Context: an optimization exercise on an open-source flow, tuned for small area, a short achievable clock period and few clock cycles per item. The choices shown serve that exercise and are no tape-out recipe.
In this exercise RTL edits were held to simulation tests only and were not proved equivalent to the original.

==> try-onyx <==
## table_factor_log10
module table_factor_log10 #(
	parameter int FACTOR_STAGES = tfl_pkg::FACTOR_STAGES_DEF
) (
	input  logic        clk,
	input  logic        arst_n,
	input  logic        s_axis_tvalid,
	output logic        s_axis_tready,
	input  logic [63:0] s_axis_tdata,    
	output logic        m_axis_tvalid,
	input  logic        m_axis_tready,
	output logic [31:0] m_axis_tdata,    
	output logic        m_axis_tuser     
);
clock: 12.0 ns
lec_check: 0
cap_margin: 20
core_margin: 2
core_utilization: 40
setup_slack_margin: 5
slew_margin: 20
run.sh (not shown) runs the stock make flow with config.mk's settings and CLKGATE_MAP_FILE= SYNTH_SCRIPT=/design/flow/synth_recipe.tcl, a recipe that flattens the netlist after the stock synthesis.
==> try-umber: changes against try-onyx <==
--- a/flow/design.v
+++ b/flow/design.v
@@ -1088,23 +1088,33 @@
  wire pp_963 = pp_51 & c[34];
  wire pp_964 = pp_52 ^ c[35];
  wire pp_965 = pp_52 & c[35];
  wire [67:0] rs = {pp_54, pp_53, pp_964, pp_962, pp_960, pp_958, pp_956, pp_954, pp_952, pp_950, pp_948, pp_946, pp_944, pp_942, pp_940, pp_938, pp_936, pp_934, pp_932, pp_930, pp_928, pp_926, pp_924, pp_922, pp_920, pp_918, pp_916, pp_914, pp_912, pp_910, pp_908, pp_906, pp_904, pp_902, pp_900, pp_898, pp_896, pp_894, pp_892, pp_890, pp_888, pp_886, pp_884, pp_882, pp_880, pp_878, pp_876, pp_874, pp_872, pp_870, pp_868, pp_866, pp_864, pp_862, pp_860, pp_858, pp_856, pp_854, pp_852, pp_850, pp_848, pp_846, pp_844, pp_842, pp_840, pp_838, pp_330, pp_200};
  wire [67:0] rc = {1'b0, pp_965, pp_963, pp_961, pp_959, pp_957, pp_955, pp_953, pp_951, pp_949, pp_947, pp_945, pp_943, pp_941, pp_939, pp_937, pp_935, pp_933, pp_931, pp_929, pp_927, pp_925, pp_923, pp_921, pp_919, pp_917, pp_915, pp_913, pp_911, pp_909, pp_907, pp_905, pp_903, pp_901, pp_899, pp_897, pp_895, pp_893, pp_891, pp_889, pp_887, pp_885, pp_883, pp_881, pp_879, pp_877, pp_875, pp_873, pp_871, pp_869, pp_867, pp_865, pp_863, pp_861, pp_859, pp_857, pp_855, pp_853, pp_851, pp_849, pp_847, pp_845, pp_843, pp_841, pp_839, pp_837, pp_836, 1'b0};
  wire [30:0] lo = {1'b0, rs[29:0]} + {1'b0, rc[29:0]};
  wire        cin = lo[30];
- wire [36:0] th = {rs[65:30], 1'b1} + {rc[65:30], cin};
- assign t = th[36:1];
+ wire [35:0] th = rs[65:30] + rc[65:30];
+ wire [35:0] hp = rs[65:30] ^ rc[65:30];
+ wire [35:0] hpre;
+ assign hpre[0] = 1'b1;
+ genvar gi;
+ for (gi = 1; gi < 36; gi = gi + 1) begin : g_hpre
+  assign hpre[gi] = hpre[gi-1] & hp[gi-1];
+ end
+ assign t = th ^ (hpre & {36{cin}});
  wire [37:0] mm = {2'b00, m};
  wire [37:0] ns = ~rs[67:30];
  wire [37:0] nc = ~rc[67:30];
  wire [37:0] zp = mm ^ ns ^ nc;
  wire [37:0] zg = (mm & ns) | (mm & nc) | (ns & nc);
- wire [38:0] zsum = {zp, 1'b1} + {zg[36:0], 1'b1, ~cin};
- assign ok = ~zsum[38];
+ wire [38:0] za = {zp, 1'b1};
+ wire [38:0] zb = {zg[36:0], 1'b1, 1'b0};
+ wire [38:0] z0 = za + zb;
+ wire        zprop = &(za[37:1] ^ zb[37:1]);
+ assign ok = ~(z0[38] ^ (zprop & ~cin));
 endmodule
 module table_factor_log10 #(
 	parameter int FACTOR_STAGES = tfl_pkg::FACTOR_STAGES_DEF
 ) (
 	input  logic        clk,
 	input  logic        arst_n,
 	input  logic        s_axis_tvalid,
@@ -1119,50 +1129,55 @@
 	logic [63:0] a_q;       
 	logic [1:0]  rx_q;      
 	logic [4:0]  d_q;       
 	logic        z_q;       
 	logic [3:0]  kc_q;      
 	logic [2:0]  n1_q;      
 	logic [1:0]  bit_q;     
+	logic [3:0]  ix_q;      
 	logic [4:0]  cnt_q;     
 	logic q_load;           
 	logic in_zero, in_above_ten, in_below_one;
 	assign in_zero      = (s_axis_tdata == '0);
 	assign in_above_ten = (s_axis_tdata > tfl_pkg::TEN_Q32);
 	assign in_below_one = (s_axis_tdata[63:32] == '0);
 	logic [1:0] n0;
 	assign n0 = a_q[35] ? 2'd3 : a_q[34] ? 2'd2 : a_q[33] ? 2'd1 : 2'd0;
 	logic [2:0]  jj;
 	logic [35:0] s1p;
-	assign jj  = n1_q | (3'd1 << bit_q);
+	assign jj  = ix_q[2:0];
 	assign s1p = tfl_pkg::stage1_prod(n0, jj);
 	logic [3:0]  kk;
-	logic [29:0] p10;
+	logic [29:0] p10d, p10h, p10l;
 	logic [31:0] dv_r4;
 	logic [32:0] sa1, sb1, sa2, sb2, sd1, sd2, sd3;
 	logic [1:0]  dv_q;
 	logic [29:0] dv_rem;
 	logic        cmp_ge;
-	assign kk    = kc_q | (4'd1 << bit_q);
-	assign p10   = tfl_pkg::pow10p1(st_div ? kc_q : kk);
+	assign kk    = ix_q;
+	assign p10d  = tfl_pkg::pow10p1(kc_q);
+	assign p10h  = tfl_pkg::pow10p1(kk);
+	assign p10l  = tfl_pkg::pow10p1(kk - 4'd1);
 	assign dv_r4 = {rx_q, a_q[63:34]};
-	assign sa1 = st_div ? {1'b0, dv_r4} : {1'b0, a_q[63:32]};
-	assign sb1 = st_div ? {3'b000, p10} : st_bs ? {3'b000, p10} : {29'd0, s1p[35:32]};
+	assign sa1 = st_div ? {1'b0, dv_r4} : st_up ? {1'b0, a_q[28:0], 3'b000} : {1'b0, a_q[63:32]};
+	assign sb1 = st_div ? {3'b000, p10d} : st_bs ? {3'b000, p10h} :
+	             st_up  ? {1'b0, ~a_q[30:0], 1'b1} : {29'd0, s1p[35:32]};
 	assign sd1 = sa1 - sb1;
 	assign sa2 = st_div ? {1'b0, dv_r4} : {1'b0, a_q[31:0]};
-	assign sb2 = st_div ? {2'b00, p10, 1'b0} :
-	             st_bs  ? {3'b000, tfl_pkg::pow10p1(kk - 4'd1)} : {1'b0, s1p[31:0]};
+	assign sb2 = st_div ? {2'b00, p10d, 1'b0} : st_bs ? {3'b000, p10l} : {1'b0, s1p[31:0]};
 	assign sd2 = sa2 - sb2;
 	assign sd3 = {1'b0, dv_r4} - {1'b0, tfl_pkg::pow10p1x3(kc_q)};
 	assign dv_q   = !sd3[32] ? 2'd3 : !sd2[32] ? 2'd2 : !sd1[32] ? 2'd1 : 2'd0;
 	assign dv_rem = !sd3[32] ? sd3[29:0] : !sd2[32] ? sd2[29:0] : !sd1[32] ? sd1[29:0] :
 	                dv_r4[29:0];
 	assign cmp_ge = !sd1[32] && ((sd1 != '0) || !sd2[32]) && (!st_bs || kk <= 4'd8);
+	logic [3:0]  up_hi;
 	logic [35:0] up_m;
-	assign up_m = {a_q[32:0], 3'b000} + {a_q[34:0], 1'b0};
+	assign up_hi = a_q[32:29] - {3'b111, ~a_q[31]} - {3'b000, sd1[32]};
+	assign up_m  = {up_hi, sd1[31:1], 1'b0};
 	always_ff @(posedge clk or negedge arst_n) begin
 		if (!arst_n) begin
 			st_idle <= 1'b1;
 			st_bs   <= 1'b0;
 			st_div  <= 1'b0;
 			st_up   <= 1'b0;
 			st_s1   <= 1'b0;
@@ -1201,43 +1216,46 @@
 		if (st_idle) begin
 			a_q   <= s_axis_tdata;
 			z_q   <= in_zero;
 			d_q   <= '0;
 			kc_q  <= '0;
 			n1_q  <= '0;
 			bit_q <= in_above_ten ? 2'd3 : 2'd2;
+			ix_q  <= in_above_ten ? 4'd8 : 4'd4;
 			cnt_q <= '0;
 			rx_q  <= '0;
 		end
 		if (st_bs) begin
 			if (cmp_ge) kc_q <= kk;
 			bit_q <= (bit_q == 2'd0) ? 2'd2 : bit_q - 2'd1;
+			ix_q  <= (bit_q == 2'd0) ? 4'd4 : ((cmp_ge ? kk : kc_q) | (4'd1 << (bit_q - 2'd1)));
 		end
 		if (st_div) begin
 			d_q   <= 5'(kc_q) + 5'd1;
 			{rx_q, a_q[63:36]} <= (cnt_q == 5'd17) ? '0 : dv_rem;
 			a_q[35:0] <= {a_q[33:0], dv_q};
 			cnt_q     <= cnt_q + 5'd1;
 		end
 		if (st_up) begin
 			a_q[35:0] <= up_m;
 			d_q       <= d_q - 5'd1;
 		end
 		if (st_s1) begin
 			if (cmp_ge) n1_q <= jj;
 			bit_q <= bit_q - 2'd1;
+			ix_q  <= {1'b0, (cmp_ge ? jj : n1_q) | (3'd1 << (bit_q - 2'd1))};
 		end
 	end
 	logic        q_v;
 	logic [35:0] q_m;
 	logic [4:0]  q_d;
 	logic        q_z;
 	logic [2:0]  q_n1;
 	logic        f_take;
-	assign q_load = st_rdy && (!q_v || f_take);
+	assign q_load = st_rdy && !q_v;
 	always_ff @(posedge clk or negedge arst_n) begin
 		if (!arst_n) begin
 			q_v <= 1'b0;
 		end else if (q_load) begin
 			q_v <= 1'b1;
 		end else if (f_take) begin
 			q_v <= 1'b0;
@@ -1255,23 +1273,30 @@
 	logic        f_z_q;      
 	logic [3:0]  f_sel_q;    
 	logic [35:0] f_c_q;      
 	logic [35:0] f_m_q;      
 	logic [31:0] f_acc_q;    
 	logic [35:0] f_t;
 	logic        f_ok;
+	logic        f_new_q;    
+	logic        f_add_q;    
+	logic [3:0]  f_lsel_q;   
+	logic [35:0] f_m;
+	assign f_m = f_new_q ? q_m : f_m_q;
 	tfl_mul u_mul (
 		.c   (f_c_q),
-		.m   (f_m_q),
+		.m   (f_m),
 		.sel (f_sel_q),
 		.t   (f_t),
 		.ok  (f_ok)
 	);
 	logic [16:0] f_log;
-	assign f_log = tfl_pkg::stage_log(f_sel_q);
+	logic [31:0] f_acc;
+	assign f_log = tfl_pkg::stage_log(f_lsel_q);
+	assign f_acc = f_acc_q + (f_add_q ? 32'(f_log) : 32'd0);
 	logic [1:0] q_n0;
 	assign q_n0 = q_m[35] ? 2'd3 : q_m[34] ? 2'd2 : q_m[33] ? 2'd1 : 2'd0;
 	logic ovalid_q;
 	logic out_free;
 	logic f_last, f_fin;
 	assign out_free = !ovalid_q || m_axis_tready;
 	assign f_last   = f_busy_q && (f_z_q || (f_sel_q[3] && !f_ok));
@@ -1282,44 +1307,56 @@
 			f_busy_q <= 1'b0;
 		end else if (f_take) begin
 			f_busy_q <= 1'b1;
 		end else if (f_fin) begin
 			f_busy_q <= 1'b0;
 		end
 	end
+	always_ff @(posedge clk or negedge arst_n) begin
+		if (!arst_n) begin
+			f_new_q <= 1'b0;
+		end else begin
+			f_new_q <= f_take;
+		end
+	end
 	always_ff @(posedge clk) begin
 		if (f_take) begin
 			f_z_q   <= q_z;
-			f_m_q   <= q_m;
 			f_c_q   <= tfl_pkg::stage1_prod(q_n0, q_n1);
-			f_acc_q <= {{3{q_d[4]}}, q_d, tfl_pkg::stage01_log(q_n0, q_n1)};
 			f_sel_q <= 4'b0001;
 		end else if (f_busy_q && !f_z_q && !f_last) begin
 			if (f_ok) begin
 				f_c_q   <= f_t;
-				f_acc_q <= f_acc_q + 32'(f_log);
 			end else begin
 				f_sel_q <= {f_sel_q[2:0], 1'b0};
 			end
 		end
+		f_add_q  <= f_busy_q && !f_z_q && !f_last && f_ok;
+		f_lsel_q <= f_sel_q;
+		if (f_new_q) begin
+			f_m_q   <= q_m;
+			f_acc_q <= {{3{q_d[4]}}, q_d, tfl_pkg::stage01_log(q_n0, q_n1)};
+		end else begin
+			f_acc_q <= f_acc;
+		end
 	end
 	logic [31:0] log_q;
 	logic        stat_q;
 	always_ff @(posedge clk or negedge arst_n) begin
 		if (!arst_n) begin
 			ovalid_q <= 1'b0;
 		end else if (f_fin) begin
 			ovalid_q <= 1'b1;
 		end else if (m_axis_tready) begin
 			ovalid_q <= 1'b0;
 		end
 	end
 	always_ff @(posedge clk) begin
-		if (f_fin) begin
-			log_q  <= f_z_q ? '0 : f_acc_q;
+		if (out_free) begin
+			log_q  <= f_z_q ? '0 : f_acc;
 			stat_q <= f_z_q;
 		end
 	end
 	assign s_axis_tready = st_idle;
 	assign m_axis_tvalid = ovalid_q;
 	assign m_axis_tdata  = log_q;
 	assign m_axis_tuser  = stat_q;
CORE_UTILIZATION = 55   (was 40)
PLACE_DENSITY = 0.7   (was not set)
==> try-willow: changes against try-onyx <==
--- a/flow/design.v
+++ b/flow/design.v
@@ -1088,23 +1088,33 @@
  wire pp_963 = pp_51 & c[34];
  wire pp_964 = pp_52 ^ c[35];
  wire pp_965 = pp_52 & c[35];
  wire [67:0] rs = {pp_54, pp_53, pp_964, pp_962, pp_960, pp_958, pp_956, pp_954, pp_952, pp_950, pp_948, pp_946, pp_944, pp_942, pp_940, pp_938, pp_936, pp_934, pp_932, pp_930, pp_928, pp_926, pp_924, pp_922, pp_920, pp_918, pp_916, pp_914, pp_912, pp_910, pp_908, pp_906, pp_904, pp_902, pp_900, pp_898, pp_896, pp_894, pp_892, pp_890, pp_888, pp_886, pp_884, pp_882, pp_880, pp_878, pp_876, pp_874, pp_872, pp_870, pp_868, pp_866, pp_864, pp_862, pp_860, pp_858, pp_856, pp_854, pp_852, pp_850, pp_848, pp_846, pp_844, pp_842, pp_840, pp_838, pp_330, pp_200};
  wire [67:0] rc = {1'b0, pp_965, pp_963, pp_961, pp_959, pp_957, pp_955, pp_953, pp_951, pp_949, pp_947, pp_945, pp_943, pp_941, pp_939, pp_937, pp_935, pp_933, pp_931, pp_929, pp_927, pp_925, pp_923, pp_921, pp_919, pp_917, pp_915, pp_913, pp_911, pp_909, pp_907, pp_905, pp_903, pp_901, pp_899, pp_897, pp_895, pp_893, pp_891, pp_889, pp_887, pp_885, pp_883, pp_881, pp_879, pp_877, pp_875, pp_873, pp_871, pp_869, pp_867, pp_865, pp_863, pp_861, pp_859, pp_857, pp_855, pp_853, pp_851, pp_849, pp_847, pp_845, pp_843, pp_841, pp_839, pp_837, pp_836, 1'b0};
  wire [30:0] lo = {1'b0, rs[29:0]} + {1'b0, rc[29:0]};
  wire        cin = lo[30];
- wire [36:0] th = {rs[65:30], 1'b1} + {rc[65:30], cin};
- assign t = th[36:1];
+ wire [35:0] th = rs[65:30] + rc[65:30];
+ wire [35:0] hp = rs[65:30] ^ rc[65:30];
+ wire [35:0] hpre;
+ assign hpre[0] = 1'b1;
+ genvar gi;
+ for (gi = 1; gi < 36; gi = gi + 1) begin : g_hpre
+  assign hpre[gi] = hpre[gi-1] & hp[gi-1];
+ end
+ assign t = th ^ (hpre & {36{cin}});
  wire [37:0] mm = {2'b00, m};
  wire [37:0] ns = ~rs[67:30];
  wire [37:0] nc = ~rc[67:30];
  wire [37:0] zp = mm ^ ns ^ nc;
  wire [37:0] zg = (mm & ns) | (mm & nc) | (ns & nc);
- wire [38:0] zsum = {zp, 1'b1} + {zg[36:0], 1'b1, ~cin};
- assign ok = ~zsum[38];
+ wire [38:0] za = {zp, 1'b1};
+ wire [38:0] zb = {zg[36:0], 1'b1, 1'b0};
+ wire [38:0] z0 = za + zb;
+ wire        zprop = &(za[37:1] ^ zb[37:1]);
+ assign ok = ~(z0[38] ^ (zprop & ~cin));
 endmodule
 module table_factor_log10 #(
 	parameter int FACTOR_STAGES = tfl_pkg::FACTOR_STAGES_DEF
 ) (
 	input  logic        clk,
 	input  logic        arst_n,
 	input  logic        s_axis_tvalid,
@@ -1119,50 +1129,55 @@
 	logic [63:0] a_q;       
 	logic [1:0]  rx_q;      
 	logic [4:0]  d_q;       
 	logic        z_q;       
 	logic [3:0]  kc_q;      
 	logic [2:0]  n1_q;      
 	logic [1:0]  bit_q;     
+	logic [3:0]  ix_q;      
 	logic [4:0]  cnt_q;     
 	logic q_load;           
 	logic in_zero, in_above_ten, in_below_one;
 	assign in_zero      = (s_axis_tdata == '0);
 	assign in_above_ten = (s_axis_tdata > tfl_pkg::TEN_Q32);
 	assign in_below_one = (s_axis_tdata[63:32] == '0);
 	logic [1:0] n0;
 	assign n0 = a_q[35] ? 2'd3 : a_q[34] ? 2'd2 : a_q[33] ? 2'd1 : 2'd0;
 	logic [2:0]  jj;
 	logic [35:0] s1p;
-	assign jj  = n1_q | (3'd1 << bit_q);
+	assign jj  = ix_q[2:0];
 	assign s1p = tfl_pkg::stage1_prod(n0, jj);
 	logic [3:0]  kk;
-	logic [29:0] p10;
+	logic [29:0] p10d, p10h, p10l;
 	logic [31:0] dv_r4;
 	logic [32:0] sa1, sb1, sa2, sb2, sd1, sd2, sd3;
 	logic [1:0]  dv_q;
 	logic [29:0] dv_rem;
 	logic        cmp_ge;
-	assign kk    = kc_q | (4'd1 << bit_q);
-	assign p10   = tfl_pkg::pow10p1(st_div ? kc_q : kk);
+	assign kk    = ix_q;
+	assign p10d  = tfl_pkg::pow10p1(kc_q);
+	assign p10h  = tfl_pkg::pow10p1(kk);
+	assign p10l  = tfl_pkg::pow10p1(kk - 4'd1);
 	assign dv_r4 = {rx_q, a_q[63:34]};
-	assign sa1 = st_div ? {1'b0, dv_r4} : {1'b0, a_q[63:32]};
-	assign sb1 = st_div ? {3'b000, p10} : st_bs ? {3'b000, p10} : {29'd0, s1p[35:32]};
+	assign sa1 = st_div ? {1'b0, dv_r4} : st_up ? {1'b0, a_q[28:0], 3'b000} : {1'b0, a_q[63:32]};
+	assign sb1 = st_div ? {3'b000, p10d} : st_bs ? {3'b000, p10h} :
+	             st_up  ? {1'b0, ~a_q[30:0], 1'b1} : {29'd0, s1p[35:32]};
 	assign sd1 = sa1 - sb1;
 	assign sa2 = st_div ? {1'b0, dv_r4} : {1'b0, a_q[31:0]};
-	assign sb2 = st_div ? {2'b00, p10, 1'b0} :
-	             st_bs  ? {3'b000, tfl_pkg::pow10p1(kk - 4'd1)} : {1'b0, s1p[31:0]};
+	assign sb2 = st_div ? {2'b00, p10d, 1'b0} : st_bs ? {3'b000, p10l} : {1'b0, s1p[31:0]};
 	assign sd2 = sa2 - sb2;
 	assign sd3 = {1'b0, dv_r4} - {1'b0, tfl_pkg::pow10p1x3(kc_q)};
 	assign dv_q   = !sd3[32] ? 2'd3 : !sd2[32] ? 2'd2 : !sd1[32] ? 2'd1 : 2'd0;
 	assign dv_rem = !sd3[32] ? sd3[29:0] : !sd2[32] ? sd2[29:0] : !sd1[32] ? sd1[29:0] :
 	                dv_r4[29:0];
 	assign cmp_ge = !sd1[32] && ((sd1 != '0) || !sd2[32]) && (!st_bs || kk <= 4'd8);
+	logic [3:0]  up_hi;
 	logic [35:0] up_m;
-	assign up_m = {a_q[32:0], 3'b000} + {a_q[34:0], 1'b0};
+	assign up_hi = a_q[32:29] - {3'b111, ~a_q[31]} - {3'b000, sd1[32]};
+	assign up_m  = {up_hi, sd1[31:1], 1'b0};
 	always_ff @(posedge clk or negedge arst_n) begin
 		if (!arst_n) begin
 			st_idle <= 1'b1;
 			st_bs   <= 1'b0;
 			st_div  <= 1'b0;
 			st_up   <= 1'b0;
 			st_s1   <= 1'b0;
@@ -1201,43 +1216,46 @@
 		if (st_idle) begin
 			a_q   <= s_axis_tdata;
 			z_q   <= in_zero;
 			d_q   <= '0;
 			kc_q  <= '0;
 			n1_q  <= '0;
 			bit_q <= in_above_ten ? 2'd3 : 2'd2;
+			ix_q  <= in_above_ten ? 4'd8 : 4'd4;
 			cnt_q <= '0;
 			rx_q  <= '0;
 		end
 		if (st_bs) begin
 			if (cmp_ge) kc_q <= kk;
 			bit_q <= (bit_q == 2'd0) ? 2'd2 : bit_q - 2'd1;
+			ix_q  <= (bit_q == 2'd0) ? 4'd4 : ((cmp_ge ? kk : kc_q) | (4'd1 << (bit_q - 2'd1)));
 		end
 		if (st_div) begin
 			d_q   <= 5'(kc_q) + 5'd1;
 			{rx_q, a_q[63:36]} <= (cnt_q == 5'd17) ? '0 : dv_rem;
 			a_q[35:0] <= {a_q[33:0], dv_q};
 			cnt_q     <= cnt_q + 5'd1;
 		end
 		if (st_up) begin
 			a_q[35:0] <= up_m;
 			d_q       <= d_q - 5'd1;
 		end
 		if (st_s1) begin
 			if (cmp_ge) n1_q <= jj;
 			bit_q <= bit_q - 2'd1;
+			ix_q  <= {1'b0, (cmp_ge ? jj : n1_q) | (3'd1 << (bit_q - 2'd1))};
 		end
 	end
 	logic        q_v;
 	logic [35:0] q_m;
 	logic [4:0]  q_d;
 	logic        q_z;
 	logic [2:0]  q_n1;
 	logic        f_take;
-	assign q_load = st_rdy && (!q_v || f_take);
+	assign q_load = st_rdy && !q_v;
 	always_ff @(posedge clk or negedge arst_n) begin
 		if (!arst_n) begin
 			q_v <= 1'b0;
 		end else if (q_load) begin
 			q_v <= 1'b1;
 		end else if (f_take) begin
 			q_v <= 1'b0;
@@ -1310,15 +1328,15 @@
 		end else if (f_fin) begin
 			ovalid_q <= 1'b1;
 		end else if (m_axis_tready) begin
 			ovalid_q <= 1'b0;
 		end
 	end
 	always_ff @(posedge clk) begin
-		if (f_fin) begin
+		if (out_free) begin
 			log_q  <= f_z_q ? '0 : f_acc_q;
 			stat_q <= f_z_q;
 		end
 	end
 	assign s_axis_tready = st_idle;
 	assign m_axis_tvalid = ovalid_q;
 	assign m_axis_tdata  = log_q;
CORE_UTILIZATION = 50   (was 40)
PLACE_DENSITY = 0.65   (was not set)
==> comparison table <==
|  | try-onyx | try-umber | try-willow |
|---|---|---|---|
| Relative area of non-clock buffer cells in the final design | 9.11% | 7.29% | 9.68% |
| Number of enable-type register cells in the synthesized netlist | 262 | 196 | 264 |
| Top layer reached by signal wires | met5 | met5 | met4 |
| Tap cell count | 1,287 | 950 | 1,050 |
| Status | finished clean | finished clean | finished clean |
| End-of-flow core utilization | 48.9% | 64.4% | 61.1% |
| Multi-input logic area | 29,500 um2 | 29,100 um2 | 29,100 um2 |
| Core region area | 98,000 um2 | 71,700 um2 | 79,100 um2 |
| Met3 Usage GRT | 5.56% | 9.95% | 6.06% |
| Clock insertion delay at the later pin of the skew report | 600 ps | 590 ps | 620 ps |
| Post-route clock skew | 33.7 ps | 39.1 ps | 55.9 ps |
| Clock buffer count from CTS | 38 | 41 | 42 |
| Clock period minus final worst setup slack | 7260 ps | 7260 ps | 7110 ps |
| Die outline width | 318 um | 274 um | 287 um |
| Wirelength per Cell | 26.1 um | 26.9 um | 27.7 um |
| Worst r2r dst | f_c_q[7] | f_c_q[20] | f_c_q[27] |
| Crit-path max cell delay | 580 ps | 590 ps | 570 ps |
| Wire length on met3 | 15,500 um | 15,900 um | 14,400 um |
| Worst Tran Pin Value | 1040 ps | 1130 ps | 1210 ps |
| Worst relative slew slack | 30.9% | 22.6% | 18.4% |
| Synth Instances | 4,791 | 4,854 | 4,766 |
| Synthesized-area fraction occupied by xor and xnor cells | 3.58% | 3.55% | 3.61% |
Testbench counts of try-onyx, summed over its fixed seeds: cycles 42,364, items 1,920.
Testbench counts of try-umber, summed over its fixed seeds: cycles 42,445, items 1,920.
Testbench counts of try-willow, summed over its fixed seeds: cycles 42,445, items 1,920.

-- what the ideal ports hide --
Ports are ideal in the flow. The routed layouts listed here were re-timed in OpenROAD. Step 1 assumes that a clkbuf_16 drives the clock port and a buf_2 every other input. Step 2 times the ports against the registers' clock, not the clock port: input delays grow and output delays shrink by t, the midpoint of the rising clock arrivals with the driver on. Three values: ideal, step 1, step 2; two values: the first two.
run	shift t [ns]	setup WS [ns]	hold WS [ns]	latest minus earliest clock arrival (ns)
try-onyx	0.649	4.735 / 4.735 / 4.735	0.416 / 0.416 / 0.416	0.037 / 0.037
try-umber	0.643	4.741 / 4.741 / 4.741	0.444 / 0.444 / 0.444	0.039 / 0.039
try-willow	0.665	4.888 / 4.888 / 4.888	0.413 / 0.413 / 0.413	0.056 / 0.056
After both steps every run listed still meets setup and hold.
